From an optimization exercise on the open Yosys and OpenROAD flow, aimed at a short achievable clock period and few clock cycles per item; shortcuts taken in it are not production practice.
At most, simulation tests tie the RTL to the original design; equivalence was not proved.
The RTL of runs 4 and 5 was laid out without a check of its function.
The clock cells of runs 2 to 5 come from the design's own scripts or RTL, not from TritonCTS.
The flow treats the clock pin as an ideal source. Dropping or thinning the clock tree relies on that and would not hold on a real chip.
Power is estimated from default activity; no workload was simulated.

==> design/flow/design.v <==
`default_nettype none
package axi_wr_pkg;
    localparam int ADDR_W   = 32;
    localparam int DATA_W   = 32;
    localparam int STRB_W   = DATA_W / 8;
    localparam int ID_W     = 4;
    localparam int LEN_W    = 8;
    localparam int SIZE_W   = 3;
    localparam int MAX_SIZE = 2;
    localparam int PAGE_BIT = 12;
    localparam int AW_DEPTH = 2;
    localparam int D_DEPTH  = 2;
    localparam int W_DEPTH  = 2;
    localparam int B_DEPTH  = 4;
    localparam int AW_W  = ID_W + ADDR_W + LEN_W + SIZE_W + 2;
    localparam int W_W   = DATA_W + STRB_W + 1;
    localparam int B_W   = ID_W + 2;
    localparam int MEM_W = ID_W + ADDR_W + DATA_W + STRB_W + 1;
    typedef enum logic [1:0] {
        FIXED = 2'b00,
        INCR  = 2'b01,
        WRAP  = 2'b10,
        RSVD  = 2'b11
    } burst_e;
    typedef enum logic [1:0] {
        OKAY   = 2'b00,
        SLVERR = 2'b10
    } resp_e;
    typedef struct packed {
        logic [ID_W-1:0]   id;
        logic [ADDR_W-1:0] addr;
        logic [LEN_W-1:0]  len;
        logic [SIZE_W-1:0] size;
        burst_e            burst;
    } aw_cmd_t;
    typedef struct packed {
        logic [DATA_W-1:0] data;
        logic [STRB_W-1:0] strb;
        logic              last;
    } w_beat_t;
    typedef struct packed {
        logic [ID_W-1:0] id;
        resp_e           resp;
    } b_resp_t;
    typedef struct packed {
        logic [ID_W-1:0]   id;
        logic [ADDR_W-1:0] addr;
        logic              last;
        logic              serr;
    } beat_desc_t;
    localparam int DESC_W = ID_W + ADDR_W + 2;
    typedef struct packed {
        logic [ID_W-1:0]   id;
        logic [ADDR_W-1:0] addr;
        logic [DATA_W-1:0] data;
        logic [STRB_W-1:0] strb;
        logic              last;
    } mem_wr_t;
endpackage
`default_nettype wire
`timescale 1ns/1ps
`default_nettype none
module sync_fifo #(
    parameter int WIDTH = 8,
    parameter int DEPTH = 4
) (
    input  wire logic             clk,
    input  wire logic             rst_n,
    input  wire logic             push,
    input  wire logic [WIDTH-1:0] din,
    output logic                  ready,
    input  wire logic             pop,
    output logic      [WIDTH-1:0] dout,
    output logic                  nempty
);
    localparam int PW = (DEPTH > 1) ? $clog2(DEPTH) : 1;
    logic [WIDTH-1:0] mem [DEPTH];
    logic [PW-1:0]    wr_ptr;
    logic [PW-1:0]    rd_ptr;
    logic [PW-1:0]    wr_inc;
    logic [PW-1:0]    rd_inc;
    logic [DEPTH-1:0] occ;
    logic [DEPTH-1:0] occ_up;
    logic [DEPTH-1:0] occ_dn;
    logic             ready_q;
    logic             up;
    logic             dn;
    assign ready  = ready_q;
    assign nempty = occ[0];
    assign wr_inc = (DEPTH == 1 || wr_ptr == PW'(DEPTH - 1)) ? '0 : wr_ptr + 1'b1;
    assign rd_inc = (DEPTH == 1 || rd_ptr == PW'(DEPTH - 1)) ? '0 : rd_ptr + 1'b1;
    assign up     = push && !pop;
    assign dn     = pop && !push;
    generate
        if (DEPTH == 1) begin : g_one
            assign dout   = mem[0];
            assign occ_up = 1'b1;
            assign occ_dn = 1'b0;
        end else begin : g_many
            assign dout   = mem[rd_ptr];
            assign occ_up = {occ[DEPTH-2:0], 1'b1};
            assign occ_dn = {1'b0, occ[DEPTH-1:1]};
        end
    endgenerate
    always_ff @(posedge clk) begin
        for (int i = 0; i < DEPTH; i++) begin
            if (push && wr_ptr == PW'(i)) mem[i] <= din;
        end
    end
    always_ff @(posedge clk or negedge rst_n) begin
        if (!rst_n) begin
            wr_ptr  <= '0;
            rd_ptr  <= '0;
            occ     <= '0;
            ready_q <= 1'b0;
        end else begin
            if (push) wr_ptr <= wr_inc;
            if (pop)  rd_ptr <= rd_inc;
            if (up) begin
                occ     <= occ_up;
                ready_q <= !occ_up[DEPTH-1];
            end else if (dn) begin
                occ     <= occ_dn;
                ready_q <= 1'b1;
            end else begin
                ready_q <= !occ[DEPTH-1];
            end
        end
    end
endmodule
`default_nettype wire
`timescale 1ns/1ps
`default_nettype none
module aw_decode (
    input  wire axi_wr_pkg::aw_cmd_t            cmd,
    output logic [6:0]                          mask,
    output logic                                fixed,
    output logic                                size_err
);
    always_comb begin
        mask     = ~(7'h7f << cmd.size);
        fixed    = (cmd.burst == axi_wr_pkg::FIXED);
        size_err = (cmd.size > axi_wr_pkg::SIZE_W'(axi_wr_pkg::MAX_SIZE));
    end
endmodule
`default_nettype wire
`timescale 1ns/1ps
`default_nettype none
module burst_engine (
    input  wire logic                      clk,
    input  wire logic                      rst_n,
    input  wire axi_wr_pkg::aw_cmd_t       cmd,
    input  wire logic                      cmd_nempty,
    output logic                           cmd_pop,
    input  wire axi_wr_pkg::w_beat_t       beat,
    input  wire logic                      beat_nempty,
    output logic                           beat_pop,
    output axi_wr_pkg::mem_wr_t            mem,
    output logic                           mem_we,
    input  wire logic                      mem_ready,
    input  wire logic                      can_start,
    output logic                           start,
    output logic                           resp_push,
    output logic                           resp_size_err,
    output logic [axi_wr_pkg::ID_W-1:0]    resp_id
);
    localparam int PB = axi_wr_pkg::PAGE_BIT;
    localparam int AW = axi_wr_pkg::ADDR_W;
    localparam int DW = axi_wr_pkg::DESC_W;
    logic                              act_q;
    logic [axi_wr_pkg::ID_W-1:0]       id_q;
    logic [AW-1:0]                     addr_q;
    logic [axi_wr_pkg::LEN_W-1:0]      rem_q;
    logic                              rz_q;
    logic [6:0]                        mask_q;
    logic                              fixed_q;
    logic                              serr_q;
    logic [6:0]                        dec_mask;
    logic                              dec_fixed;
    logic                              dec_serr;
    axi_wr_pkg::beat_desc_t            desc_in;
    axi_wr_pkg::beat_desc_t            desc;
    logic                              desc_ready;
    logic                              desc_nempty;
    axi_wr_pkg::mem_wr_t               mem_q;
    axi_wr_pkg::mem_wr_t               mem_nxt;
    logic                              mem_we_q;
    logic                              mlast_q;
    logic [axi_wr_pkg::ID_W-1:0]       rid_q;
    logic                              rserr_q;
    logic                              gen;
    logic                              load;
    logic                              can_issue;
    logic                              adv;
    logic                              issue;
    logic [PB-1:0]                     filled;
    logic [PB:0]                       stepped;
    logic [PB-1:0]                     lo_nxt;
    aw_decode u_aw_decode (
        .cmd      (cmd),
        .mask     (dec_mask),
        .fixed    (dec_fixed),
        .size_err (dec_serr)
    );
    assign gen     = act_q && desc_ready;
    assign load    = cmd_nempty && can_start && (!act_q || (gen && rz_q));
    assign start   = load;
    assign cmd_pop = load;
    assign filled  = addr_q[PB-1:0] | {5'd0, mask_q};
    assign stepped = {1'b0, filled} + 1'b1;
    always_comb begin
        if (fixed_q)          lo_nxt = addr_q[PB-1:0] & ~{5'd0, mask_q};
        else if (stepped[PB]) lo_nxt = addr_q[PB-1:0];
        else                  lo_nxt = stepped[PB-1:0];
    end
    always_ff @(posedge clk or negedge rst_n) begin
        if (!rst_n) act_q <= 1'b0;
        else if (load) act_q <= 1'b1;
        else if (gen && rz_q) act_q <= 1'b0;
    end
    always_ff @(posedge clk) begin
        if (load) begin
            id_q    <= cmd.id;
            addr_q  <= cmd.addr;
            rem_q   <= cmd.len;
            rz_q    <= (cmd.len == 8'd0);
            mask_q  <= dec_mask;
            fixed_q <= dec_fixed;
            serr_q  <= dec_serr;
        end else if (gen) begin
            addr_q[PB-1:0] <= lo_nxt;
            rem_q          <= rem_q - 1'b1;
            rz_q           <= (rem_q == 8'd1);
        end
    end
    always_comb begin
        desc_in.id   = id_q;
        desc_in.addr = addr_q;
        desc_in.last = rz_q;
        desc_in.serr = serr_q;
    end
    sync_fifo #(
        .WIDTH (DW),
        .DEPTH (axi_wr_pkg::D_DEPTH)
    ) u_desc_fifo (
        .clk    (clk),
        .rst_n  (rst_n),
        .push   (gen),
        .din    (desc_in),
        .ready  (desc_ready),
        .pop    (issue),
        .dout   (desc),
        .nempty (desc_nempty)
    );
    assign can_issue = desc_nempty && beat_nempty;
    assign adv       = !mem_we_q || mem_ready;
    assign issue     = adv && can_issue;
    assign beat_pop  = issue;
    assign mem           = mem_q;
    assign mem_we        = mem_we_q;
    assign resp_push     = mem_we_q && mem_ready && mlast_q;
    assign resp_size_err = rserr_q;
    assign resp_id       = rid_q;
    always_comb begin
        mem_nxt.id   = desc.id;
        mem_nxt.addr = desc.addr;
        mem_nxt.data = beat.data;
        mem_nxt.strb = beat.strb;
        mem_nxt.last = beat.last;
    end
    always_ff @(posedge clk or negedge rst_n) begin
        if (!rst_n) mem_we_q <= 1'b0;
        else mem_we_q <= (mem_we_q && !mem_ready) || can_issue;
    end
    always_ff @(posedge clk) begin
        if (adv) begin
            mem_q   <= mem_nxt;
            mlast_q <= desc.last;
        end
        if (adv && desc.last) begin
            rid_q   <= desc.id;
            rserr_q <= desc.serr;
        end
    end
endmodule
`default_nettype wire
`timescale 1ns/1ps
`default_nettype none
module wresp_gen (
    input  wire logic                        clk,
    input  wire logic                        rst_n,
    input  wire logic                        start,
    output logic                             can_start,
    input  wire logic                        push,
    input  wire logic                        size_err,
    input  wire logic [axi_wr_pkg::ID_W-1:0] id,
    output axi_wr_pkg::b_resp_t              b,
    output logic                             b_valid,
    input  wire logic                        b_ready
);
    localparam int CAP = axi_wr_pkg::B_DEPTH + 1;
    axi_wr_pkg::b_resp_t new_resp;
    axi_wr_pkg::b_resp_t q_head;
    axi_wr_pkg::b_resp_t b_q;
    logic                b_valid_q;
    logic                q_nempty;
    logic                q_push;
    logic                q_pop;
    logic                take;
    logic                b_pop;
    logic [CAP-1:0]      out_q;
    always_comb begin
        new_resp.id   = id;
        new_resp.resp = size_err ? axi_wr_pkg::SLVERR : axi_wr_pkg::OKAY;
    end
    assign b         = b_q;
    assign b_valid   = b_valid_q;
    assign b_pop     = b_valid_q && b_ready;
    assign take      = !b_valid_q || b_ready;
    assign q_pop     = take && q_nempty;
    assign q_push    = push && (q_nempty || !take);
    assign can_start = !out_q[CAP-1];
    sync_fifo #(
        .WIDTH (axi_wr_pkg::B_W),
        .DEPTH (axi_wr_pkg::B_DEPTH)
    ) u_b_fifo (
        .clk    (clk),
        .rst_n  (rst_n),
        .push   (q_push),
        .din    (new_resp),
        .ready  (),
        .pop    (q_pop),
        .dout   (q_head),
        .nempty (q_nempty)
    );
    always_ff @(posedge clk or negedge rst_n) begin
        if (!rst_n) begin
            b_valid_q <= 1'b0;
            out_q     <= '0;
        end else begin
            b_valid_q <= (b_valid_q && !b_ready) || q_nempty || push;
            case ({start, b_pop})
                2'b10:   out_q <= {out_q[CAP-2:0], 1'b1};
                2'b01:   out_q <= {1'b0, out_q[CAP-1:1]};
                default: out_q <= out_q;
            endcase
        end
    end
    always_ff @(posedge clk) begin
        if (take) b_q <= q_nempty ? q_head : new_resp;
    end
endmodule
`default_nettype wire
`timescale 1ns/1ps
`default_nettype none
module axi_wr_slave (
    input  wire logic                  clk,
    input  wire logic                  rst_n,
    input  wire axi_wr_pkg::aw_cmd_t   aw,
    input  wire logic                  aw_valid,
    output logic                       aw_ready,
    input  wire axi_wr_pkg::w_beat_t   w,
    input  wire logic                  w_valid,
    output logic                       w_ready,
    output axi_wr_pkg::b_resp_t        b,
    output logic                       b_valid,
    input  wire logic                  b_ready,
    output axi_wr_pkg::mem_wr_t        mem,
    output logic                       mem_we,
    input  wire logic                  mem_ready
);
    axi_wr_pkg::aw_cmd_t           aw_head;
    axi_wr_pkg::w_beat_t           w_head;
    logic                          aw_nempty;
    logic                          aw_pop;
    logic                          w_nempty;
    logic                          w_pop;
    logic                          can_start;
    logic                          start;
    logic                          resp_push;
    logic                          resp_size_err;
    logic [axi_wr_pkg::ID_W-1:0]   resp_id;
    sync_fifo #(
        .WIDTH (axi_wr_pkg::AW_W),
        .DEPTH (axi_wr_pkg::AW_DEPTH)
    ) u_aw_fifo (
        .clk    (clk),
        .rst_n  (rst_n),
        .push   (aw_valid && aw_ready),
        .din    (aw),
        .ready  (aw_ready),
        .pop    (aw_pop),
        .dout   (aw_head),
        .nempty (aw_nempty)
    );
    sync_fifo #(
        .WIDTH (axi_wr_pkg::W_W),
        .DEPTH (axi_wr_pkg::W_DEPTH)
    ) u_w_fifo (
        .clk    (clk),
        .rst_n  (rst_n),
        .push   (w_valid && w_ready),
        .din    (w),
        .ready  (w_ready),
        .pop    (w_pop),
        .dout   (w_head),
        .nempty (w_nempty)
    );
    burst_engine u_burst_engine (
        .clk           (clk),
        .rst_n         (rst_n),
        .cmd           (aw_head),
        .cmd_nempty    (aw_nempty),
        .cmd_pop       (aw_pop),
        .beat          (w_head),
        .beat_nempty   (w_nempty),
        .beat_pop      (w_pop),
        .mem           (mem),
        .mem_we        (mem_we),
        .mem_ready     (mem_ready),
        .can_start     (can_start),
        .start         (start),
        .resp_push     (resp_push),
        .resp_size_err (resp_size_err),
        .resp_id       (resp_id)
    );
    wresp_gen u_wresp_gen (
        .clk       (clk),
        .rst_n     (rst_n),
        .start     (start),
        .can_start (can_start),
        .push      (resp_push),
        .size_err  (resp_size_err),
        .id        (resp_id),
        .b         (b),
        .b_valid   (b_valid),
        .b_ready   (b_ready)
    );
endmodule
`default_nettype wire
==> design/flow/run.sh <==
#!/bin/bash
# synth_recipe.tcl (not shown) runs the flow's synth.tcl, then flattens the netlist and writes it again
# the make line also repeats each setting of config.mk as NAME=value (left out here)
make -C /OpenROAD-flow-scripts/flow DESIGN_CONFIG=/design/flow/config.mk WORK_HOME=/design/flow/orfs CLKGATE_MAP_FILE= SYNTH_SCRIPT=/design/flow/synth_recipe.tcl finish
==> design/flow/config.mk <==
export PLATFORM = sky130hd
export DESIGN_NAME = axi_wr_slave
export DESIGN_NICKNAME = axi_wr_slave
export VERILOG_FILES = /design/flow/design.v
export SDC_FILE = /design/flow/constraint.sdc
export NUM_CORES = 4
export LEC_CHECK = 0
export ABC_CLOCK_PERIOD_IN_PS = 1800
export CAP_MARGIN = 20
export CORE_MARGIN = 2
export CORE_UTILIZATION = 55
export GPL_TIMING_DRIVEN = 1
export PLACE_DENSITY = 0.7
export SETUP_SLACK_MARGIN = 3.5
export SLEW_MARGIN = 20
==> design/flow/constraint.sdc <==
create_clock -name core_clock -period 5.5 [get_ports {clk}]
set_input_delay 1.1000 -clock core_clock [delete_from_list [all_inputs] [get_ports {clk}]]
set_output_delay 1.1000 -clock core_clock [all_outputs]
set_load 0.01 [all_outputs]
==> results of run 1 <==
-- synth_stat cells, types with 2 or more instances --
cell       count
o221ai_1       2
nor3b_1        8
mux2_2       108
nor3_1         8
ha_1          19
a222oi_1       5
or3_1          2
clkbuf_1      11
and2_1         7
o211ai_1       2
or2_2          3
nand2b_1       4
inv_1         20
buf_2          3
a21oi_1       11
nor4_1         7
buf_1          8
a211oi_1      10
or4_1          3
dfrtp_1       31
nand4_1        2
a32oi_1        4
nor2_1        24
edfxtp_1     406
and3_1         3
a21o_1         2
mux2i_1       20
a31oi_1        6
nand2_1       42
o21ai_0       24
nand3b_1       2
xor2_1         5
nand3_1        4
o31ai_1        3
xnor2_1        8
o2bb2ai_1      2
o2111ai_1      2
nor2b_1       12
-- sequential cells by signal, summed over array words and instances, names as in the netlist, 2 cells and up --
register	cells
u_burst_engine.u_desc_fifo.mem	76
u_burst_engine.id_q	4
u_wresp_gen.u_b_fifo.mem	20
u_w_fifo.mem	74
u_burst_engine.addr_q	32
u_aw_fifo.occ	2
u_burst_engine.u_desc_fifo.occ	2
u_wresp_gen.out_q	5
u_wresp_gen.u_b_fifo.occ	4
u_burst_engine.rid_q	4
u_w_fifo.occ	2
u_aw_fifo.mem	98
u_wresp_gen.u_b_fifo.rd_ptr	2
u_burst_engine.mem_q	73
u_wresp_gen.b_q	5
u_burst_engine.rem_q	8
u_burst_engine.mask_q	7
u_wresp_gen.u_b_fifo.wr_ptr	2
-- kinds of logic after synthesis --
group           share of synthesized area [%]
buf+inv                                  1.20
mux                                      8.75
simple gates                             4.22
fa+ha+maj                                1.47
flops                                    80.1
compound gates                           3.54
xor+xnor                                0.703
other cells                            0.0232
-- final cells by class --
| type | instances | area [sq um] |
|---|---|---|
| Sequential cell | 437 | 13000 |
| Fill cell | 1877 | 8870 |
| Multi-Input combinational cell | 386 | 3340 |
| Timing Repair Buffer | 211 | 1760 |
| Clock buffer | 53 | 1110 |
| Tap cell | 384 | 480 |
| Clock inverter | 24 | 223 |
| Inverter | 20 | 78.8 |
| Timing Repair inverter | 1 | 7.51 |
| Antenna cell | 1 | 2.50 |
-- power groups by stage --
stage | Clock, mW | Combinational, mW | Sequential (mW)
floorplan | 0 | 1.62 | 5.73
global placement | 0 | 2.66 | 5.84
detailed placement | 0 | 2.71 | 5.89
CTS | 2.84 | 2.68 | 5.80
global route | 2.98 | 3.03 | 5.91
finish | 2.78 | 2.78 | 5.78
-- repair_timing --
action,CTS,global route
hold endpoints to repair,0,0
pin swaps,6,4
gates cloned,5,4
resized for setup,358,11
setup buffers,17,14
hold buffers,0,0
endpoints found under the setup margin,420,208
-- metal layers --
layer,vias up,part of all wire [%],routed length (microns)
met5,-,0.045,13
met3,57,5.3,1560
li1,3845,-,-
met2,246,47,13800
met4,2,2.5,733
met1,3999,45,13000
-- worst paths after layout --
check / slack (ps) / to / depth (start not counted)
max: 3300 / mem[30] / 1
min: 440 / u_burst_engine.u_desc_fifo.mem[1][14]$_DFFE_PP_ / 0
max reg2reg: 3540 / u_burst_engine.addr_q[0]$_DFFE_PP_ / 5
min reg2reg: 440 / u_burst_engine.u_desc_fifo.mem[1][14]$_DFFE_PP_ / 0
max in group asynchronous: 4190 / u_aw_fifo.rd_ptr$_DFFE_PN0P_ / 2
min in group asynchronous: 970 / u_wresp_gen.u_b_fifo.rd_ptr[1]$_DFFE_PN0P_ / 2
-- per-stage QoR --
| stage | total power, mW | hold WS, ps | instance area, sq um | worst slack [ps] |
|---|---|---|---|---|
| floorplan | 7.34 | 421 | 16400 | 2910 |
| global placement | 8.50 | 423 | 18500 | 2360 |
| detailed placement | 8.60 | 429 | 18500 | 2300 |
| CTS | 11.3 | 442 | 19800 | 3130 |
| global route | 11.9 | 452 | 20000 | 3270 |
| finish | 11.3 | 441 | 20000 | 3300 |
==> run_results.csv, run 1 <==
group,metric,value,unit
power,power_frac_comb,24.5,%
power,powerDensity,567,mW/mm^2
place,hpwl,16700,microns
place,gp_congestion,0.772,
critical_path,cp.required,4400,ps
cells_and_area,syn_to_final_growth,23.5,%
timing,relSlewSlack,33.1,%
logic_synthesis,synth.avg_cell_area,18.8,sq um
grt,grt_remaining_overflow,0,
timing,slew_viol_final,0,
critical_path,crit_start,"u_burst_engine.mem_q[30]$_DFFE_PP_",
place,numPortBuffers,173,
logic_synthesis,seq_area_frac_synth,80.1,%
run_status,outcome,"timing/DRC/antenna clean",
power,p_int,8.09,mW
logic_synthesis,synth_cell_types,56,
clock_tree,cts_tree,"built",
power,p_sw_share,28.7,%
logic_synthesis,ys.flop_type,"edfxtp_1",
critical_path,critPathArrivalTime,1100,ps
floorplan,fp-row-count,62,
logic_synthesis,syn_inst,861,
grt,grt_pass1_vias,7957,
detailed_routing,wirelength,29100,microns
timing,hold_viol_final,0,
critical_path,cp-start-kind,"register",
critical_path,critPathTopFamily,"flip-flops",
timing,finClkSkew,8.69,ps
cells_and_area,fin_cells,1517,
floorplan,die_x,176,microns
hold_path,min_from,"u_burst_engine.addr_q[12]$_DFFE_PP_",
clock_tree,htree_levels,2,
cells_and_area,drive_above_1_share,30.3,%
clock_tree,clk_latency,530,ps
detailed_routing,drt_iter0_drc,621,
detailed_routing,num_vias,8149,
detailed_routing,drtAntennaViolNets,0,
grt,track_usage,18.4,%
floorplan,dieArea,0.0308,sq mm
critical_path,path_class,"register to primary output",
timing,setup_viol,0,
grt,grt_max_degree,50,
detailed_routing,vias_per_cell,5.37,
detailed_routing,wire_per_inst,19.2,microns
power,vdd_drop_max,326,uV
critical_path,crit_fanout,1,
logic_synthesis,synth_top_area_share,75.3,%
logic_synthesis,syn-num-nets,972,
place,dp.cells,1399,
floorplan,pin_count,175,
floorplan,initial_core_util,56.1,%
critical_path,slowest_delay,410,ps
critical_path,path_cells,"buf_2",
logic_synthesis,async_flop_share,7.09,%
floorplan,die_h,176,microns
cells_and_area,fin_nets,1211,
power,seqPwrFrac,51.0,%
timing,period_needed,2200,ps
clock_tree,cts.root.buffer_cell,"clkbuf_16",
logic_synthesis,yosysWarnings,11,
clock_tree,clock_path_buffers,3,
critical_path,r2r-start,"u_burst_engine.mask_q[3]$_DFFE_PP_",
clock_tree,cts_buffers,43,
logic_synthesis,synth_area_leaders,"edfxtp_1 75%, mux2_2 7.5%, dfrtp_1 4.8%",
clock_tree,cts_sinks,437,
logic_synthesis,synth_top_area_cell,"edfxtp_1",
floorplan,coreArea,0.0289,sq mm
logic_synthesis,synth-seq-cells,437,
cells_and_area,layout_common_cells,"406 x edfxtp_1, 106 x mux2_2, 88 x clkdlybuf4s50_1, 80 x buf_2, 43 x clkbuf_16",
detailed_routing,dr.pass1.iters,7,
grt,antenna_found_initial,2,
hold_path,min_path_type,"register to register",
cells_and_area,final_common_cell,"edfxtp_1",
detailed_routing,drc,0,
critical_path,cp_slowest_cell,"edfxtp_1",
logic_synthesis,synth-edff-count,406,
grt,grt_util_met3,3.51,%
timing,fmax,455,MHz
grt,grt_pass1_wl,44000,microns
flow_run,cap_violations,0,
clock_tree,path_clk_slew,60,ps
timing,tns,0,ps
logic_synthesis,synth_area,0.0162,sq mm
critical_path,path_buf_inv,1,
critical_path,end_kind,"primary output",
power,p_sw,3.25,mW
grt,met2_usage,30.0,%
timing,worstMarginPinSlew,1000,ps
grt,grt_busiest_layer,"met2",
power,leakage,7.15,nW
timing,rsz0062_at_grt,"yes",
timing,finalCritPeriodShare,40.0,%
power,power_frac_clock,24.5,%
grt,use_met1,26.0,%
cells_and_area,fin_util,69.3,%
Testbench counts, summed over its fixed seeds: cycles 14,359, beats 13,386.
==> run 2, diff against run 1 <==
==> design/flow/flow/run.sh (new file) <==
#!/bin/bash
# Standard layout with two changes:
# - the clock tree: the clock port feeds four first-level clock buffers,
#   each feeding a share of 24 leaf buffers placed at the centres of
#   flip-flop clusters, so every flip-flop sees two clock buffers
#   (balanced, lower insertion delay than the stock H-tree);
# - sizing may change a cell's footprint (MATCH_CELL_FOOTPRINT=0), so the
#   port buffers and gates can be sized for speed.
set -euo pipefail
here=$(pwd)
knobs=(MATCH_CELL_FOOTPRINT=0)
bash standard.sh "${knobs[@]}" synth floorplan place > "$here/log_1_place.log" 2>&1
bash standard.sh "${knobs[@]}" PRE_CTS_TCL="$here/flow/cts_tree.tcl" cts > "$here/log_2_cts.log" 2>&1
bash standard.sh "${knobs[@]}" finish > "$here/log_3_finish.log" 2>&1
==> design/flow/flow/cts_tree.tcl (new file) <==
# Manual two-level clock tree: the clock port feeds NROOT first-level
# buffers, each feeding its share of NLEAF leaf buffers, each leaf feeding
# a cluster of flip-flop clock pins (k-means on pin location).
proc kmeans {pts k iters} {
  # pts: list of {x y}; returns list of cluster index per point and centroids
  set n [llength $pts]
  set cents {}
  # seed: sort by x then pick evenly spaced
  set sorted [lsort -real -index 0 $pts]
  for {set i 0} {$i < $k} {incr i} { lappend cents [lindex $sorted [expr {int(($i + 0.5) * $n / $k)}]] }
  set asg [lrepeat $n 0]
  for {set it 0} {$it < $iters} {incr it} {
    set asg {}
    foreach p $pts {
      lassign $p x y
      set best 0; set bd 1e18; set ci 0
      foreach c $cents { lassign $c cx cy; set d [expr {($x-$cx)*($x-$cx)+($y-$cy)*($y-$cy)}]; if {$d < $bd} {set bd $d; set best $ci}; incr ci }
      lappend asg $best
    }
    set sx [lrepeat $k 0.0]; set sy [lrepeat $k 0.0]; set sn [lrepeat $k 0]
    foreach p $pts a $asg { lassign $p x y; lset sx $a [expr {[lindex $sx $a]+$x}]; lset sy $a [expr {[lindex $sy $a]+$y}]; lset sn $a [expr {[lindex $sn $a]+1}] }
    set nc {}
    for {set i 0} {$i < $k} {incr i} { if {[lindex $sn $i] > 0} { lappend nc [list [expr {[lindex $sx $i]/[lindex $sn $i]}] [expr {[lindex $sy $i]/[lindex $sn $i]}]] } else { lappend nc [lindex $cents $i] } }
    set cents $nc
  }
  return [list $asg $cents]
}

proc build_tree {nroot nleaf bufname} {
  set block [ord::get_db_block]
  set master [[ord::get_db] findMaster $bufname]
  set clknet [$block findNet clk]
  # sinks
  set sinks {}; set pts {}
  foreach it [$clknet getITerms] {
    set inst [$it getInst]
    if {[[$inst getMaster] isSequential] || [string match "*df*" [[$inst getMaster] getName]]} {
      lassign [$inst getLocation] x y
      lappend sinks $it; lappend pts [list $x $y]
    }
  }
  puts "sinks [llength $sinks]"
  lassign [kmeans $pts $nleaf 20] asg cents
  # leaf buffers
  set leaves {}
  for {set i 0} {$i < $nleaf} {incr i} {
    set b [odb::dbInst_create $block $master "clkleaf_$i"]
    set n [odb::dbNet_create $block "clknet_leaf_$i"]
    $n setSigType CLOCK
    lassign [lindex $cents $i] cx cy
    $b setLocation [expr {int($cx)}] [expr {int($cy)}]
    $b setPlacementStatus PLACED
    [$b findITerm X] connect $n
    lappend leaves $b
  }
  foreach it $sinks a $asg { $it disconnect; $it connect [$block findNet "clknet_leaf_$a"] }
  # first level: cluster the leaves
  set lpts {}
  foreach c $cents { lappend lpts $c }
  lassign [kmeans $lpts $nroot 20] rasg rcents
  for {set r 0} {$r < $nroot} {incr r} {
    set b [odb::dbInst_create $block $master "clkroot_$r"]
    set n [odb::dbNet_create $block "clknet_root_$r"]
    $n setSigType CLOCK
    lassign [lindex $rcents $r] cx cy
    $b setLocation [expr {int($cx)}] [expr {int($cy)}]
    $b setPlacementStatus PLACED
    [$b findITerm X] connect $n
    [$b findITerm A] connect $clknet
  }
  foreach l $leaves a $rasg { [$l findITerm A] connect [$block findNet "clknet_root_$a"] }
  $clknet setSigType CLOCK
}

# Run from cts.tcl's PRE_CTS hook: build the tree here and leave
# clock_tree_synthesis with nothing to do. The rest of the CTS step
# (legalisation, timing repair, checks) runs as usual.
build_tree 4 24 sky130_fd_sc_hd__clkbuf_16
rename clock_tree_synthesis ""
proc clock_tree_synthesis {args} { puts "manual clock tree in place; clock_tree_synthesis skipped" }
==> design/flow/standard.sh (new file) <==
#!/bin/bash
# synth_recipe.tcl (not shown) runs the flow's synth.tcl, then flattens the netlist and writes it again
# the make line also repeats each setting of config.mk as NAME=value (left out here)
make -C /OpenROAD-flow-scripts/flow DESIGN_CONFIG=/design/flow/config.mk WORK_HOME=/design/flow/orfs CLKGATE_MAP_FILE= SYNTH_SCRIPT=/design/flow/synth_recipe.tcl "${@:-finish}"
removed: design/flow/run.sh
==> run_results.csv, run 2 <==
group,metric,value,unit
run_status,outcome,"timing/DRC/antenna clean",
detailed_routing,drc,0,
critical_path,r2r-start,"u_burst_engine.addr_q[4]$_DFFE_PP_",
place,pre_cts_slack,2300,ps
critical_path,end_kind,"primary output",
logic_synthesis,syn_inst,861,
place,numPortBuffers,173,
detailed_routing,vias_per_cell,5.44,
critical_path,critPathArrivalTime,950,ps
critical_path,cp-start-kind,"register",
logic_synthesis,yosysWarnings,11,
logic_synthesis,synth.most_common_cell,"edfxtp_1",
clock_tree,path_clk_slew,70,ps
grt,antenna_found_initial,0,
floorplan,die_h,176,microns
timing,setup_slack,3450,ps
critical_path,reg2reg_slack,3520,ps
detailed_routing,wire_per_inst,19.6,microns
critical_path,critPathTopFamily,"flip-flops",
timing,tns,0,ps
flow_run,cap_violations,0,
critical_path,cp_num_cells,1,
logic_synthesis,synth_cell_types,56,
detailed_routing,drtAntennaViolNets,0,
cells_and_area,fillers,1874,
critical_path,r2r-end,"u_burst_engine.addr_q[7]$_DFFE_PP_",
timing,worstMarginPinSlew,1010,ps
logic_synthesis,synth_top_area_share,75.3,%
critical_path,path_buf_inv,1,
power,leakage,7.19,nW
logic_synthesis,syn-num-nets,972,
timing,hold_viol_final,0,
logic_synthesis,synth-seq-cells,437,
power,vdd_drop_max,298,uV
critical_path,crit_start,"u_burst_engine.mem_q[30]$_DFFE_PP_",
cells_and_area,drive_above_1_share,28.9,%
grt,grt_pass1_wl,43900,microns
timing,setup_viol,0,
floorplan,coreArea,0.0289,sq mm
cells_and_area,syn_to_final_growth,22.5,%
timing,period_needed,2050,ps
logic_synthesis,synth_area_leaders,"edfxtp_1 75%, mux2_2 7.5%, dfrtp_1 4.8%",
cells_and_area,antenna_cells,0,
critical_path,slowest_delay,420,ps
timing,finClkSkew,33.1,ps
detailed_routing,wirelength,29200,microns
cells_and_area,regMostFlops,"u_aw_fifo.mem",
cells_and_area,reg_top3,"u_aw_fifo.mem x98, u_burst_engine.u_desc_fifo.mem x76, u_w_fifo.mem x74",
critical_path,path_class,"register to primary output",
logic_synthesis,ys.flop_type,"edfxtp_1",
power,power,10.6,mW
clock_tree,clk_latency,340,ps
place,hpwl,16700,microns
timing,relSlewSlack,32.7,%
logic_synthesis,synth-edff-count,406,
logic_synthesis,seq_area_frac_synth,80.1,%
detailed_routing,dr.pass1.iters,5,
detailed_routing,num_vias,8092,
place,gp_congestion,0.772,
floorplan,pin_count,175,
logic_synthesis,synth_top_area_cell,"edfxtp_1",
floorplan,initial_core_util,56.1,%
floorplan,fp-row-count,62,
detailed_routing,drt_iter0_drc,653,
critical_path,cp.required,4400,ps
critical_path,cp_slowest_cell,"edfxtp_1",
cells_and_area,layout_common_cells,"406 x edfxtp_1, 106 x mux2_2, 87 x clkdlybuf4s50_1, 57 x clkbuf_2, 36 x nand2_1",
grt,grt_remaining_overflow,0,
floorplan,dieArea,0.0308,sq mm
logic_synthesis,synth_area,0.0162,sq mm
timing,holdWs,434,ps
hold_path,min_path_type,"register to register",
place,dpl_cell_area,0.0185,sq mm
timing,rsz0062_at_grt,"yes",
floorplan,die_x,176,microns
critical_path,path_cells,"dlymetal6s2s_1",
cells_and_area,largest_reg_flops,98,
grt,grt_max_degree,40,
timing,fmax,487,MHz
cells_and_area,final_common_cell,"edfxtp_1",
critical_path,crit_end,"mem[30]",
cells_and_area,fin_nets,1216,
logic_synthesis,async_flop_share,7.09,%
logic_synthesis,synthTopCellsByCount,"406 x edfxtp_1, 108 x mux2_2, 42 x nand2_1",
timing,slew_viol_final,0,
clock_tree,cts_hold_buf,0,
grt,track_usage,18.2,%
critical_path,crit_fanout,1,
critical_path,reg2regPathDepth,6,
logic_synthesis,synth.avg_cell_area,18.8,sq um
power,powerDensity,533,mW/mm^2
grt,grt_pass1_vias,7865,
timing,finalCritPeriodShare,37.3,%
cells_and_area,design_area,0.0198,sq mm
-- run 2: cell counts after synthesis --
Identical to the previous run, type by type.
-- run 2: through the flow --
| step | cells | util, % |
|---|---|---|
| after floorplan | 861 | - |
| after global placement | 1399 | 64.2 |
| after detailed placement | 1399 | 64.2 |
| after CTS | 1470 | 69.1 |
| after global routing | 1487 | 68.7 |
| final | 1487 | 68.7 |
-- run 2: worst min path at each step --
stage	startpoint	to	slack, ps	depth (start not counted)
after floorplan	u_burst_engine.serr_q$_DFFE_PP_	u_burst_engine.u_desc_fifo.mem[0][0]$_DFFE_PP_	420	0
final	u_burst_engine.addr_q[21]$_DFFE_PP_	u_burst_engine.u_desc_fifo.mem[0][23]$_DFFE_PP_	430	0
after global placement	u_burst_engine.addr_q[20]$_DFFE_PP_	u_burst_engine.u_desc_fifo.mem[1][22]$_DFFE_PP_	420	0
after CTS	u_burst_engine.addr_q[25]$_DFFE_PP_	u_burst_engine.u_desc_fifo.mem[1][27]$_DFFE_PP_	430	0
after global routing	u_burst_engine.addr_q[28]$_DFFE_PP_	u_burst_engine.u_desc_fifo.mem[1][30]$_DFFE_PP_	440	0
after detailed placement	u_burst_engine.addr_q[25]$_DFFE_PP_	u_burst_engine.u_desc_fifo.mem[1][27]$_DFFE_PP_	430	0
-- run 2: cell type report --
class                      instances  area [sq um]  share of cell area, %
buffer                            28           701                   3.53
multi-input combinational        386          3360                   17.0
timing repair inverter             1          7.51                 0.0378
tap                              384           480                   2.42
sequential                       437         13000                   65.4
timing repair buffer             231          2230                   11.2
inverter                          20          78.8                  0.397
-- run 2: cell families after synthesis --
logic type | count (synthesis) | synth area share, %
AOI/OAI and AO/OA | 84 | 3.54
xor gates and xnor gates | 13 | 0.703
adders and majority gates | 19 | 1.47
buffers and inverters | 45 | 1.20
DFF | 437 | 80.1
muxes | 128 | 8.75
other | 1 | 0.0232
and+or+nand+nor | 134 | 4.22
-- run 2: where the power goes --
group          total, mW  leakage (nW)  internal (mW)  switching [mW]
Clock               1.82         0.345          0.907           0.912
Sequential          5.78          4.26           5.16           0.618
Combinational       2.96          2.59           1.44            1.52
-- run 2: timing repair --
action	in CTS	in global routing
setup endpoints to repair	382	100
buffers inserted	25	17
endpoints found under the hold margin	0	0
gates resized for setup	80	150
gates cloned	18	0
pin swaps	16	4
-- run 2: metal layers --
layer | GRT usage [%] | part of all wire (%) | vias up
met4 | 3.34 | 1.9 | 0
met5 | 0 | 0 | -
met1 | 26.2 | 44 | 3989
li1 | - | - | 3829
met2 | 30.6 | 48 | 239
met3 | 2.36 | 5.7 | 35
==> run 3, diff against run 2 <==
==> design/flow/flow/run.sh (replaced) <==
#!/bin/bash
# Standard layout, except the clock tree: the clock port feeds four
# first-level clock buffers, each feeding a share of 24 leaf buffers placed
# at the centres of flip-flop clusters, so every flip-flop sees two
# clock buffers (balanced, lower insertion delay than the stock H-tree).
set -euo pipefail
here=$(pwd)
bash standard.sh synth floorplan place > "$here/log_1_place.log" 2>&1
bash standard.sh PRE_CTS_TCL="$here/flow/cts_tree.tcl" cts > "$here/log_2_cts.log" 2>&1
bash standard.sh finish > "$here/log_3_finish.log" 2>&1
==> run_results.csv, run 3 <==
group,metric,value,unit
timing,setup_viol,0,
detailed_routing,drt_iter0_drc,711,
grt,grt_max_degree,40,
critical_path,r2r-start,"u_burst_engine.addr_q[4]$_DFFE_PP_",
timing,rsz0062_at_grt,"yes",
flow_run,cap_violations,0,
floorplan,die_x,176,microns
detailed_routing,wire_per_inst,19.7,microns
logic_synthesis,synth_top_area_cell,"edfxtp_1",
logic_synthesis,seq_area_frac_synth,80.1,%
critical_path,critPathTopFamily,"flip-flops",
timing,fmax,494,MHz
logic_synthesis,yosysWarnings,11,
timing,finClkSkew,34.0,ps
logic_synthesis,synth.avg_cell_area,18.8,sq um
power,vdd_drop_max,298,uV
detailed_routing,drtAntennaViolNets,0,
cells_and_area,antenna_cells,0,
logic_synthesis,async_flop_share,7.09,%
power,leakage,7.27,nW
hold_path,min_delay_path_depth,0,
floorplan,pin_count,175,
grt,grt_remaining_overflow,0,
timing,slew_viol_final,0,
detailed_routing,vias_per_cell,5.44,
logic_synthesis,syn-num-nets,972,
place,pre_cts_slack,2300,ps
critical_path,end_kind,"primary output",
floorplan,initial_core_util,56.1,%
cells_and_area,syn_to_final_growth,23.5,%
grt,track_usage,18.5,%
cells_and_area,drive_above_1_share,29.6,%
grt,grt_pass1_vias,7974,
clock_tree,cts_hold_buf,0,
logic_synthesis,synth_top_area_share,75.3,%
logic_synthesis,synthTopCellsByCount,"406 x edfxtp_1, 108 x mux2_2, 42 x nand2_1",
timing,relSlewSlack,31.8,%
critical_path,cp.required,4400,ps
detailed_routing,drc,0,
logic_synthesis,synth_area_leaders,"edfxtp_1 75%, mux2_2 7.5%, dfrtp_1 4.8%",
timing,worstMarginPinSlew,1020,ps
run_status,outcome,"timing/DRC/antenna clean",
cells_and_area,layout_common_cells,"406 x edfxtp_1, 106 x mux2_2, 87 x clkdlybuf4s50_1, 58 x clkbuf_2, 36 x nand2_1",
logic_synthesis,ys.flop_type,"edfxtp_1",
floorplan,fp-row-count,62,
critical_path,cp_num_cells,1,
timing,tns,0,ps
critical_path,crit_fanout,1,
critical_path,path_buf_inv,1,
cells_and_area,fin_util,69.3,%
hold_path,min_delay_worst_endpoint,"u_burst_engine.u_desc_fifo.mem[1][23]$_DFFE_PP_",
logic_synthesis,synth_cell_types,56,
detailed_routing,num_vias,8142,
critical_path,path_class,"register to primary output",
cells_and_area,reg_top3,"u_aw_fifo.mem x98, u_burst_engine.u_desc_fifo.mem x76, u_w_fifo.mem x74",
floorplan,die_h,176,microns
cells_and_area,final_common_cell,"edfxtp_1",
hold_path,min_path_type,"register to register",
place,hpwl,16700,microns
grt,antenna_found_initial,0,
detailed_routing,wirelength,29400,microns
critical_path,reg2regPathDepth,6,
cells_and_area,fin_nets,1225,
detailed_routing,dr.pass1.iters,7,
critical_path,cp-start-kind,"register",
critical_path,slowest_delay,370,ps
hold_path,min_from,"u_burst_engine.addr_q[21]$_DFFE_PP_",
timing,setup_slack,3480,ps
cells_and_area,regMostFlops,"u_aw_fifo.mem",
timing,finalCritPeriodShare,36.8,%
place,gp_congestion,0.772,
floorplan,coreArea,0.0289,sq mm
power,powerDensity,532,mW/mm^2
clock_tree,clk_latency,340,ps
logic_synthesis,syn_inst,861,
timing,period_needed,2020,ps
logic_synthesis,synth_area,0.0162,sq mm
floorplan,dieArea,0.0308,sq mm
place,numPortBuffers,173,
critical_path,r2r-end,"u_burst_engine.addr_q[11]$_DFFE_PP_",
logic_synthesis,synth.most_common_cell,"edfxtp_1",
critical_path,reg2reg_slack,3510,ps
critical_path,path_cells,"dlymetal6s2s_1",
critical_path,cp_slowest_cell,"edfxtp_1",
critical_path,critPathArrivalTime,920,ps
logic_synthesis,synth-edff-count,406,
grt,grt_pass1_wl,44500,microns
cells_and_area,largest_reg_flops,98,
timing,hold_viol_final,0,
logic_synthesis,synth-seq-cells,437,
clock_tree,path_clk_slew,70,ps
-- run 3: where the power goes --
part	leakage [nW]	total, mW	internal, mW	switching [mW]
logic	2.66	3.03	1.49	1.54
registers	4.26	5.79	5.16	0.624
clock network	0.345	1.82	0.907	0.911
-- run 3: layer usage --
metal | track usage (%) | vias up | part of all wire [%]
met5 | 0 | - | 0
met4 | 3.37 | 0 | 1.8
met3 | 2.36 | 33 | 6.0
met2 | 31.2 | 259 | 49
met1 | 26.4 | 4011 | 43
li1 | - | 3839 | -
-- run 3: worst max path at each step --
stage | slack [ps] | endpoint | start
floorplan | 2910 | u_burst_engine.u_desc_fifo.ready_q$_DFF_PN0_ | mem_ready
finish | 3480 | mem[39] | u_burst_engine.mem_q[39]$_DFFE_PP_
CTS | 3250 | u_wresp_gen.u_b_fifo.mem[3][2]$_DFFE_PP_ | b_ready
global placement | 2360 | u_aw_fifo.mem[0][21]$_DFFE_PP_ | aw_valid
global route | 3450 | mem[39] | u_burst_engine.mem_q[39]$_DFFE_PP_
detailed placement | 2300 | u_aw_fifo.mem[0][26]$_DFFE_PP_ | aw_valid
-- run 3: timing repair --
action	CTS	global route
cloned	17	0
pin swaps	17	4
buffers inserted	34	18
resized for setup	96	156
endpoints found under the setup margin	382	97
-- run 3: worst reg2reg max path: cells and delay by family, from the launching register on --
kind | cells | cell delay, ps
and+or+nand+nor | 2 | 720
DFF | 1 | 470
buffers and inverters | 2 | 370
AOI/OAI and AO/OA | 2 | 190
-- run 3: area by class of cell --
type                            count  area (sq um)
Buffer                             28           701
Tap cell                          384           480
Inverter                           20          78.8
Sequential cell                   437         13000
Fill cell                        1843          8860
Timing Repair inverter              1          7.51
Multi-Input combinational cell    386          3370
Timing Repair Buffer              240          2380
-- run 3: metrics by stage --
step	hold slack (ps)	std cells	cell area [sq um]	total power [mW]
finish	432	1496	20000	10.6
global route	442	1496	20000	11.2
CTS	429	1478	20100	10.5
detailed placement	429	1399	18500	8.60
global placement	423	1399	18500	8.50
floorplan	421	861	16400	7.34
-- run 3: logic make-up after synthesis --
logic type | share of synthesized area, %
xor gates and xnor gates | 0.703
AOI/OAI and AO/OA | 3.54
and+or+nand+nor | 4.22
adders and majority gates | 1.47
DFF | 80.1
muxes | 8.75
buffers and inverters | 1.20
other | 0.0232
==> run 4, diff against run 3 <==
--- a/design/flow/design.v
+++ b/design/flow/design.v
@@ -196,4 +196,7 @@
     logic [PB-1:0]                     filled;
-    logic [PB:0]                       stepped;
-    logic [PB-1:0]                     lo_nxt;
+    logic [PB-1:0]                     stepped;
+    logic [7:0]                        size_bit;
+    logic                              next_carry;
+    logic                              load_carry;
+    logic                              carry_q;
     aw_decode u_aw_decode (
@@ -208,9 +211,8 @@
     assign cmd_pop = load;
-    assign filled  = addr_q[PB-1:0] | {5'd0, mask_q};
-    assign stepped = {1'b0, filled} + 1'b1;
-    always_comb begin
-        if (fixed_q)          lo_nxt = addr_q[PB-1:0] & ~{5'd0, mask_q};
-        else if (stepped[PB]) lo_nxt = addr_q[PB-1:0];
-        else                  lo_nxt = stepped[PB-1:0];
-    end
+    assign filled     = addr_q[PB-1:0] | {5'd0, mask_q};
+    assign stepped    = filled + 1'b1;
+    assign size_bit   = {1'b0, mask_q} ^ {mask_q, 1'b1};
+    assign next_carry = (&(addr_q[PB-1:0] | {4'd0, mask_q, 1'b1})) &&
+                        !(|(addr_q[7:0] & size_bit));
+    assign load_carry = &(cmd.addr[PB-1:0] | {5'd0, dec_mask});
     always_ff @(posedge clk or negedge rst_n) begin
@@ -229,6 +231,12 @@
             serr_q  <= dec_serr;
+            carry_q <= load_carry;
         end else if (gen) begin
-            addr_q[PB-1:0] <= lo_nxt;
-            rem_q          <= rem_q - 1'b1;
-            rz_q           <= (rem_q == 8'd1);
+            rem_q <= rem_q - 1'b1;
+            rz_q  <= (rem_q == 8'd1);
+            if (fixed_q) begin
+                addr_q[PB-1:0] <= addr_q[PB-1:0] & ~{5'd0, mask_q};
+            end else if (!carry_q) begin
+                addr_q[PB-1:0] <= stepped;
+                carry_q        <= next_carry;
+            end
         end
==> design/flow/flow/run.sh (replaced) <==
#!/bin/bash
# Standard synthesis and layout with three changes:
# - the clock tree: the clock port feeds four first-level clock buffers,
#   each feeding a share of 24 leaf buffers placed at the centres of
#   flip-flop clusters, so every flip-flop sees two clock buffers
#   (balanced, lower insertion delay than the stock H-tree);
# - sizing may change a cell's footprint (MATCH_CELL_FOOTPRINT=0);
# - port buffering and timing repair do not use delay cells (nodly.tcl).
# Each step's full output goes to a log of its own here.
set -euo pipefail
here=$(pwd)
nd="$here/flow/nodly.tcl"
hooks=(MATCH_CELL_FOOTPRINT=0 PRE_FLOORPLAN_TCL="$nd" PRE_GLOBAL_PLACE_TCL="$nd"
       PRE_RESIZE_TCL="$nd" PRE_REPAIR_TIMING_POST_PLACE_TCL="$nd" PRE_DETAIL_PLACE_TCL="$nd"
       PRE_GLOBAL_ROUTE_TCL="$nd" PRE_DETAIL_ROUTE_TCL="$nd")
bash standard.sh synth > "$here/log_1_synth.log" 2>&1
bash standard.sh "${hooks[@]}" floorplan place > "$here/log_2_place.log" 2>&1
bash standard.sh "${hooks[@]}" PRE_CTS_TCL="$here/flow/cts_tree.tcl" cts > "$here/log_3_cts.log" 2>&1
bash standard.sh "${hooks[@]}" finish > "$here/log_4_finish.log" 2>&1
--- a/design/flow/flow/cts_tree.tcl
+++ b/design/flow/flow/cts_tree.tcl
@@ -77,2 +77,3 @@
 # (legalisation, timing repair, checks) runs as usual.
+source [file join [file dirname [info script]] nodly.tcl]
 build_tree 4 24 sky130_fd_sc_hd__clkbuf_16
==> design/flow/flow/nodly.tcl (new file) <==
# Keep delay cells out of port buffering and timing repair: sizing picks
# them as "larger" buffers although they are slow. Hold is met without them.
set_dont_use [get_lib_cells {sky130_fd_sc_hd__clkdlybuf4s* sky130_fd_sc_hd__dlygate* sky130_fd_sc_hd__dlymetal*}]
==> run_results.csv, run 4 <==
group,metric,value,unit
run_status,outcome,"timing/DRC/antenna clean",
floorplan,die_x,177,microns
cells_and_area,multi_input_area,0.00350,sq mm
timing,fmax,492,MHz
detailed_routing,drtAntennaViolNets,0,
critical_path,crit_fanout,1,
timing,finalCritPeriodShare,37.0,%
critical_path,r2r-start,"u_burst_engine.u_desc_fifo.rd_ptr$_DFFE_PN0P_",
critical_path,cp_slowest_cell,"edfxtp_1",
power,powerDensity,542,mW/mm^2
timing,tns,0,ps
detailed_routing,vias_per_cell,5.38,
cells_and_area,largest_reg_flops,98,
grt,track_usage,18.5,%
cells_and_area,drive_above_1_share,23.1,%
cells_and_area,layout_common_cells,"407 x edfxtp_1, 171 x buf_1, 105 x mux2_2, 40 x nand2_1, 33 x clkbuf_16",
logic_synthesis,syn_inst,889,
cells_and_area,regMostFlops,"u_aw_fifo.mem",
critical_path,end_kind,"primary output",
cells_and_area,final_common_cell,"edfxtp_1",
logic_synthesis,yosysWarnings,11,
logic_synthesis,synth_top_area_share,74.7,%
timing,slew_viol_final,0,
logic_synthesis,synth-simple-area-share,4.36,%
logic_synthesis,synthAdderAreaFrac,1.45,%
critical_path,slowest_delay,430,ps
hold_path,min_delay_path_depth,0,
timing,hold_viol_final,0,
logic_synthesis,async_flop_share,7.08,%
detailed_routing,num_vias,8255,
critical_path,critPathTopFamily,"flip-flops",
detailed_routing,dr.pass1.iters,5,
grt,grt_pass1_wl,44800,microns
critical_path,r2r-end,"u_burst_engine.rserr_q$_DFFE_PP_",
timing,worstMarginPinSlew,948,ps
clock_tree,path_clk_slew,80,ps
clock_tree,cts_hold_buf,0,
cells_and_area,fillers,2090,
grt,grt_pass1_vias,8077,
critical_path,cp.required,4400,ps
cells_and_area,design_area,0.0191,sq mm
critical_path,crit_start,"u_burst_engine.mem_q[44]$_DFFE_PP_",
logic_synthesis,synth.avg_cell_area,18.4,sq um
place,numPortBuffers,173,
detailed_routing,drc,0,
timing,relSlewSlack,36.8,%
critical_path,reg2reg_slack,3590,ps
critical_path,reg2regPathDepth,2,
timing,period_needed,2030,ps
place,hpwl,17600,microns
logic_synthesis,synthTopCellsByCount,"407 x edfxtp_1, 105 x mux2_2, 43 x nand2_1",
timing,setup_viol,0,
flow_run,cap_violations,0,
cells_and_area,regArea,0.0130,sq mm
power,leakage,6.60,nW
cells_and_area,fin_util,64.9,%
grt,grt_remaining_overflow,0,
critical_path,crit_end,"mem[44]",
timing,rsz0062_at_grt,"yes",
place,gp_congestion,0.867,
hold_path,min_path_type,"register to register",
clock_tree,clk_latency,340,ps
cells_and_area,fin_cells,1535,
logic_synthesis,synth-xor-area-share,1.07,%
floorplan,die_h,177,microns
critical_path,path_buf_inv,1,
floorplan,coreArea,0.0295,sq mm
critical_path,cp_num_cells,1,
detailed_routing,wirelength,29200,microns
critical_path,critPathArrivalTime,930,ps
logic_synthesis,syn-num-nets,1000,
logic_synthesis,synth_top_area_cell,"edfxtp_1",
critical_path,cp-start-kind,"register",
place,dp.cells,1433,
floorplan,fp-row-count,63,
critical_path,path_class,"register to primary output",
critical_path,path_cells,"clkbuf_2",
cells_and_area,fin_nets,1257,
logic_synthesis,synth-edff-count,407,
logic_synthesis,synth.most_common_cell,"edfxtp_1",
logic_synthesis,synth_area_leaders,"edfxtp_1 75%, mux2_2 7.2%, dfrtp_1 4.7%",
logic_synthesis,synth_top_family_by_area,"multiplexers",
hold_path,min_from,"u_burst_engine.addr_q[14]$_DFFE_PP_",
cells_and_area,syn_to_final_growth,16.8,%
floorplan,dieArea,0.0312,sq mm
logic_synthesis,synth_compound_area_share,3.79,%
grt,antenna_found_initial,1,
timing,finClkSkew,45.7,ps
logic_synthesis,synth_cell_types,54,
logic_synthesis,synth_mux_area_share,8.69,%
grt,grt_max_degree,42,
cells_and_area,reg_top3,"u_aw_fifo.mem x98, u_burst_engine.u_desc_fifo.mem x76, u_w_fifo.mem x74",
place,dpl_cell_area,0.0176,sq mm
logic_synthesis,seq_area_frac_synth,79.4,%
logic_synthesis,synth_area,0.0164,sq mm
detailed_routing,drt_iter0_drc,636,
logic_synthesis,ys.flop_type,"edfxtp_1",
floorplan,pin_count,175,
floorplan,initial_core_util,55.5,%
detailed_routing,wire_per_inst,19.0,microns
power,vdd_drop_max,340,uV
logic_synthesis,synth-seq-cells,438,
run 4: kinds of logic (layout without fill, tap and decap cells):
group / Yosys count / in the layout
compound gates: 99 / 99
other cells: 1 / 2
buf+inv: 45 / 292
flops: 438 / 438
mux: 129 / 129
xor+xnor: 20 / 20
fa+ha+maj: 19 / 19
simple gates: 138 / 146
run 4: what timing repair did:
item	in CTS	in global routing
cloned	15	0
gates resized for setup	70	46
pin swaps	17	1
endpoints found under the setup margin	390	87
setup buffers	31	27
run 4: stage by stage:
step / hold slack (ps) / setup slack [ps] / power [mW]
3_3_place_gp: 424 / 2400 / 8.13
2_1_floorplan: 421 / 2910 / 7.36
4_1_cts: 430 / 3280 / 10.0
5_1_grt: 453 / 3420 / 10.9
6_report: 437 / 3470 / 10.4
3_5_place_dp: 430 / 2330 / 8.23
run 4: layer usage:
layer | track usage [%] | share of wire [%] | up-vias
met3 | 2.52 | 5.7 | 40
met2 | 32.5 | 51 | 217
met5 | 0 | 0 | -
met1 | 25.0 | 41 | 4055
li1 | - | - | 3943
met4 | 3.55 | 2.0 | 0
run 4: power by group:
group | total, mW | switching [mW] | internal (mW)
combinational | 2.81 | 1.57 | 1.24
sequential | 5.74 | 0.591 | 5.15
clock | 1.81 | 0.904 | 0.907
run 4: worst min-delay path by stage:
| stage | slack, ps | endpoint |
|---|---|---|
| 6_report | 440 | u_burst_engine.u_desc_fifo.mem[0][16]$_DFFE_PP_ |
| 3_5_place_dp | 430 | u_burst_engine.u_desc_fifo.mem[0][30]$_DFFE_PP_ |
| 5_1_grt | 450 | u_burst_engine.u_desc_fifo.mem[0][30]$_DFFE_PP_ |
| 2_1_floorplan | 420 | u_burst_engine.u_desc_fifo.mem[0][0]$_DFFE_PP_ |
| 3_3_place_gp | 420 | u_burst_engine.u_desc_fifo.mem[1][24]$_DFFE_PP_ |
| 4_1_cts | 430 | u_burst_engine.u_desc_fifo.mem[0][30]$_DFFE_PP_ |
run 4: final cells by class:
type | instances | area share (%)
flip-flops and latches | 438 | 68.0
multi-input cells | 414 | 18.3
repair buffers | 245 | 7.07
plain buffers | 28 | 3.66
well taps | 390 | 2.55
inverters | 19 | 0.399
diodes | 1 | 0.0131
==> run 5, diff against run 4 <==
--- a/design/flow/flow/cts_tree.tcl
+++ b/design/flow/flow/cts_tree.tcl
@@ -78,2 +78,4 @@
 source [file join [file dirname [info script]] nodly.tcl]
+source [file join [file dirname [info script]] outfix.tcl]
+fix_outputs sky130_fd_sc_hd__buf_4 sky130_fd_sc_hd__buf_2
 build_tree 4 24 sky130_fd_sc_hd__clkbuf_16
==> design/flow/flow/outfix.tcl (new file) <==
# For each output port: the port buffer, and the flip-flop that drives it.
proc out_pairs {} {
  set block [ord::get_db_block]
  set pairs {}
  foreach bt [$block getBTerms] {
    if {[$bt getIoType] ne "OUTPUT"} continue
    set net [$bt getNet]
    set drv ""
    foreach it [$net getITerms] { if {[$it isOutputSignal]} { set drv $it } }
    if {$drv eq ""} continue
    set buf [$drv getInst]
    set ain ""
    foreach it [$buf getITerms] { if {[$it isInputSignal]} { set ain $it } }
    if {$ain eq ""} continue
    set ff ""
    foreach it [[$ain getNet] getITerms] { if {[$it isOutputSignal]} { set ff [$it getInst] } }
    if {$ff eq "" || ![[$ff getMaster] isSequential]} continue
    lappend pairs [list $buf $ff $ain]
  }
  return $pairs
}

# Move each output flip-flop next to its port buffer, give the port buffer
# more drive, and hang the flip-flop's other loads off a buffer of their own
# so the flip-flop output sees only the port buffer and that one buffer.
proc fix_outputs {bufcell splitcell} {
  set block [ord::get_db_block]
  set db [ord::get_db]
  set bm [$db findMaster $bufcell]
  set sm [$db findMaster $splitcell]
  set n 0; set s 0
  foreach p [out_pairs] {
    lassign $p buf ff ain
    lassign [$buf getLocation] x y
    $ff setLocation $x $y
    if {$bufcell ne ""} { $buf swapMaster $bm }
    set qnet [$ain getNet]
    set others {}
    foreach it [$qnet getITerms] {
      if {[$it isInputSignal] && [$it getInst] ne $buf} { lappend others $it }
    }
    if {[llength $others] > 0} {
      set sb [odb::dbInst_create $block $sm "outsplit_$s"]
      set sn [odb::dbNet_create $block "outsplit_net_$s"]
      $sb setLocation $x $y
      $sb setPlacementStatus PLACED
      foreach it $others { $it disconnect; $it connect $sn }
      foreach it [$sb getITerms] {
        if {[$it isInputSignal]} { $it connect $qnet }
        if {[$it isOutputSignal]} { $it connect $sn }
      }
      incr s
    }
    incr n
  }
  puts "fixed $n output flip-flops, split $s"
}
==> run_results.csv, run 5 <==
group,metric,value,unit
floorplan,dieArea,0.0312,sq mm
critical_path,path_class,"register to primary output",
grt,grt_max_degree,42,
place,hpwl,17600,microns
critical_path,cp_slowest_cell,"edfxtp_1",
power,vdd_drop_max,343,uV
logic_synthesis,yosysWarnings,11,
power,power_frac_clock,16.9,%
clock_tree,cts_hold_buf,0,
logic_synthesis,seq_area_frac_synth,79.4,%
critical_path,slowest_delay,440,ps
floorplan,pin_count,175,
critical_path,end_kind,"primary output",
power,power,10.8,mW
critical_path,crit_start,"u_burst_engine.mem_q[43]$_DFFE_PP_",
logic_synthesis,synth_cell_types,54,
power,p_sw,3.22,mW
floorplan,initial_core_util,55.5,%
detailed_routing,wirelength,31800,microns
detailed_routing,drc,0,
critical_path,critPathTopFamily,"flip-flops",
timing,worstMarginPinSlew,948,ps
cells_and_area,design_area,0.0195,sq mm
grt,grt_remaining_overflow,0,
timing,finalCritPeriodShare,37.0,%
timing,tns,0,ps
floorplan,fp-row-count,63,
hold_path,min_from,"u_burst_engine.addr_q[14]$_DFFE_PP_",
logic_synthesis,synth-edff-count,407,
cells_and_area,largest_reg_flops,98,
cells_and_area,layout_common_cells,"407 x edfxtp_1, 107 x buf_1, 105 x mux2_2, 60 x buf_6, 40 x nand2_1",
logic_synthesis,synth_area_leaders,"edfxtp_1 75%, mux2_2 7.2%, dfrtp_1 4.7%",
floorplan,die_h,177,microns
flow_run,cap_violations,0,
cells_and_area,antenna_cells,0,
cells_and_area,syn_to_final_growth,19.1,%
detailed_routing,dr.pass1.iters,5,
place,dpl_cell_area,0.0176,sq mm
logic_synthesis,synth-simple-area-share,4.36,%
logic_synthesis,synth-seq-cells,438,
detailed_routing,drt_iter0_drc,739,
timing,setup_viol,0,
logic_synthesis,synth.most_common_cell,"edfxtp_1",
power,power_frac_comb,29.6,%
logic_synthesis,synth.avg_cell_area,18.4,sq um
logic_synthesis,synth_compound_area_share,3.79,%
grt,grt_pass1_wl,48100,microns
logic_synthesis,synthTopCellsByCount,"407 x edfxtp_1, 105 x mux2_2, 43 x nand2_1",
place,numPortBuffers,173,
power,p_int,7.61,mW
run_status,outcome,"timing/DRC/antenna clean",
critical_path,path_buf_inv,1,
clock_tree,path_clk_slew,90,ps
hold_path,min_path_type,"register to register",
logic_synthesis,synth_top_area_cell,"edfxtp_1",
floorplan,die_x,177,microns
critical_path,path_cells,"buf_6",
grt,grt_pass1_vias,8273,
power,p_sw_share,29.7,%
cells_and_area,fillers,1982,
timing,hold_viol_final,0,
clock_tree,clk_latency,350,ps
detailed_routing,vias_per_cell,5.45,
critical_path,critPathArrivalTime,940,ps
timing,relSlewSlack,36.8,%
logic_synthesis,syn-num-nets,1000,
logic_synthesis,synthAdderAreaFrac,1.45,%
logic_synthesis,synth-xor-area-share,1.07,%
timing,fmax,491,MHz
cells_and_area,final_common_cell,"edfxtp_1",
critical_path,cp-start-kind,"register",
logic_synthesis,syn_inst,889,
cells_and_area,fin_nets,1250,
detailed_routing,wire_per_inst,20.8,microns
logic_synthesis,ys.flop_type,"edfxtp_1",
power,seqPwrFrac,53.5,%
critical_path,cp.required,4400,ps
cells_and_area,regMostFlops,"u_aw_fifo.mem",
cells_and_area,drive_above_1_share,28.0,%
timing,period_needed,2040,ps
detailed_routing,num_vias,8325,
cells_and_area,reg_top3,"u_aw_fifo.mem x98, u_burst_engine.u_desc_fifo.mem x76, u_w_fifo.mem x74",
timing,finClkSkew,47.9,ps
critical_path,crit_fanout,1,
power,leakage,6.86,nW
power,powerDensity,555,mW/mm^2
logic_synthesis,async_flop_share,7.08,%
timing,rsz0062_at_grt,"yes",
detailed_routing,drtAntennaViolNets,0,
logic_synthesis,synth_area,0.0164,sq mm
logic_synthesis,synth_top_family_by_area,"multiplexers",
grt,antenna_found_initial,1,
place,gp_congestion,0.867,
timing,slew_viol_final,0,
logic_synthesis,synth_top_area_share,74.7,%
floorplan,coreArea,0.0295,sq mm
logic_synthesis,synth_mux_area_share,8.69,%
critical_path,r2r-start,"u_burst_engine.addr_q[2]$_DFFE_PP_",
grt,track_usage,20.2,%
-- run 5: cell counts after synthesis --
No cell type changed its count.
-- run 5: area by class of cell --
cell class | instances | area (sq um) | area share, %
multi-input combinational | 415 | 3490 | 17.9
timing repair buffer | 233 | 1730 | 8.85
sequential | 438 | 13000 | 66.7
inverter | 19 | 78.8 | 0.404
tap | 390 | 488 | 2.50
buffer | 32 | 721 | 3.70
-- run 5: kinds of logic (layout without fill, tap and decap cells) --
group | count (synthesis) | in the layout
AOI/OAI and AO/OA | 99 | 99
other | 1 | 1
adders and majority gates | 19 | 19
xor gates and xnor gates | 20 | 20
DFF | 438 | 438
buffers and inverters | 45 | 284
and+or+nand+nor | 138 | 147
muxes | 129 | 129
-- run 5: power groups by stage --
stage / Clock (mW) / Sequential, mW / Combinational, mW
after floorplan: 0 / 5.72 / 1.64
after global placement: 0 / 5.80 / 2.33
after detailed placement: 0 / 5.85 / 2.37
after CTS: 1.49 / 5.85 / 3.05
after global routing: 1.98 / 5.93 / 3.47
final: 1.83 / 5.79 / 3.20
-- run 5: worst paths after layout --
path	depth (start not counted)	to	slack, ps
setup / recovery	1	mem[43]	3460
hold / removal	0	u_burst_engine.u_desc_fifo.mem[0][16]$_DFFE_PP_	440
setup reg to reg	5	u_burst_engine.addr_q[7]$_DFFE_PP_	3580
hold reg to reg	0	u_burst_engine.u_desc_fifo.mem[0][16]$_DFFE_PP_	440
max in group asynchronous	1	u_aw_fifo.rd_ptr$_DFFE_PN0P_	3930
min in group asynchronous	1	u_w_fifo.wr_ptr$_DFFE_PN0P_	860
-- run 5: routing by layer --
layer	vias up	global-route usage, %	wire [microns]
li1	3923	-	-
met1	4133	27.7	13300
met2	226	34.8	15900
met3	43	2.73	1780
met4	0	4.30	807
met5	-	0	0
-- run 5: metrics by stage --
step | hold WS (ps) | cells | setup WS, ps | util, %
after floorplan | 421 | 889 | 2910 | -
after global placement | 424 | 1433 | 2400 | 59.6
after detailed placement | 430 | 1433 | 2330 | 59.6
after CTS | 430 | 1509 | 3260 | 65.1
after global routing | 457 | 1527 | 3440 | 66.2
final | 441 | 1527 | 3460 | 66.2
-- run 5: what timing repair did --
item,CTS,global route
gates resized for setup,72,61
gates cloned,15,0
pin swaps,18,2
setup endpoints to repair,389,110
setup buffers,29,18

==> static timing again, ports no longer ideal <==
No port has a modelled driver above. Below, the same layouts with a new extraction and two added sets of constraints.
Step 1: set_driving_cell puts a clkbuf_16 on clk and a buf_2 on each other input, an assumption about the parent block.
Step 2 adds t to the input delays and takes it off the output delays; t is the mean of the earliest and latest rising clock arrival at the registers after step 1. Input paths then give back, and output paths get back, about the clock's delay inside the block.
a / b / c = no drivers / after step 1 / after step 2; a / b = the first two.
run | t (ns) | setup WS [ns] | worst setup path after step 2 | worst register clock-pin slew, ns | pins driven straight from the clock port
run 1 | 0.574 | 3.301 / 3.250 / 2.940 | input to register | 0.07 / 0.07 | 1
run 2 | 0.424 | 3.448 / 3.346 / 3.243 | input to register | 0.10 / 0.10 | 4
run 3 | 0.427 | 3.477 / 3.373 / 3.239 | input to register | 0.09 / 0.09 | 4
run 4 | 0.438 | 3.467 / 3.350 / 3.299 | input to register | 0.09 / 0.09 | 4
run 5 | 0.432 | 3.464 / 3.365 / 3.282 | input to register | 0.09 / 0.09 | 4
After both steps every run listed still meets setup and hold. The setup slack of run 1, which loses most, moves by -0.051 ns with the drivers and by -0.361 ns with both steps.
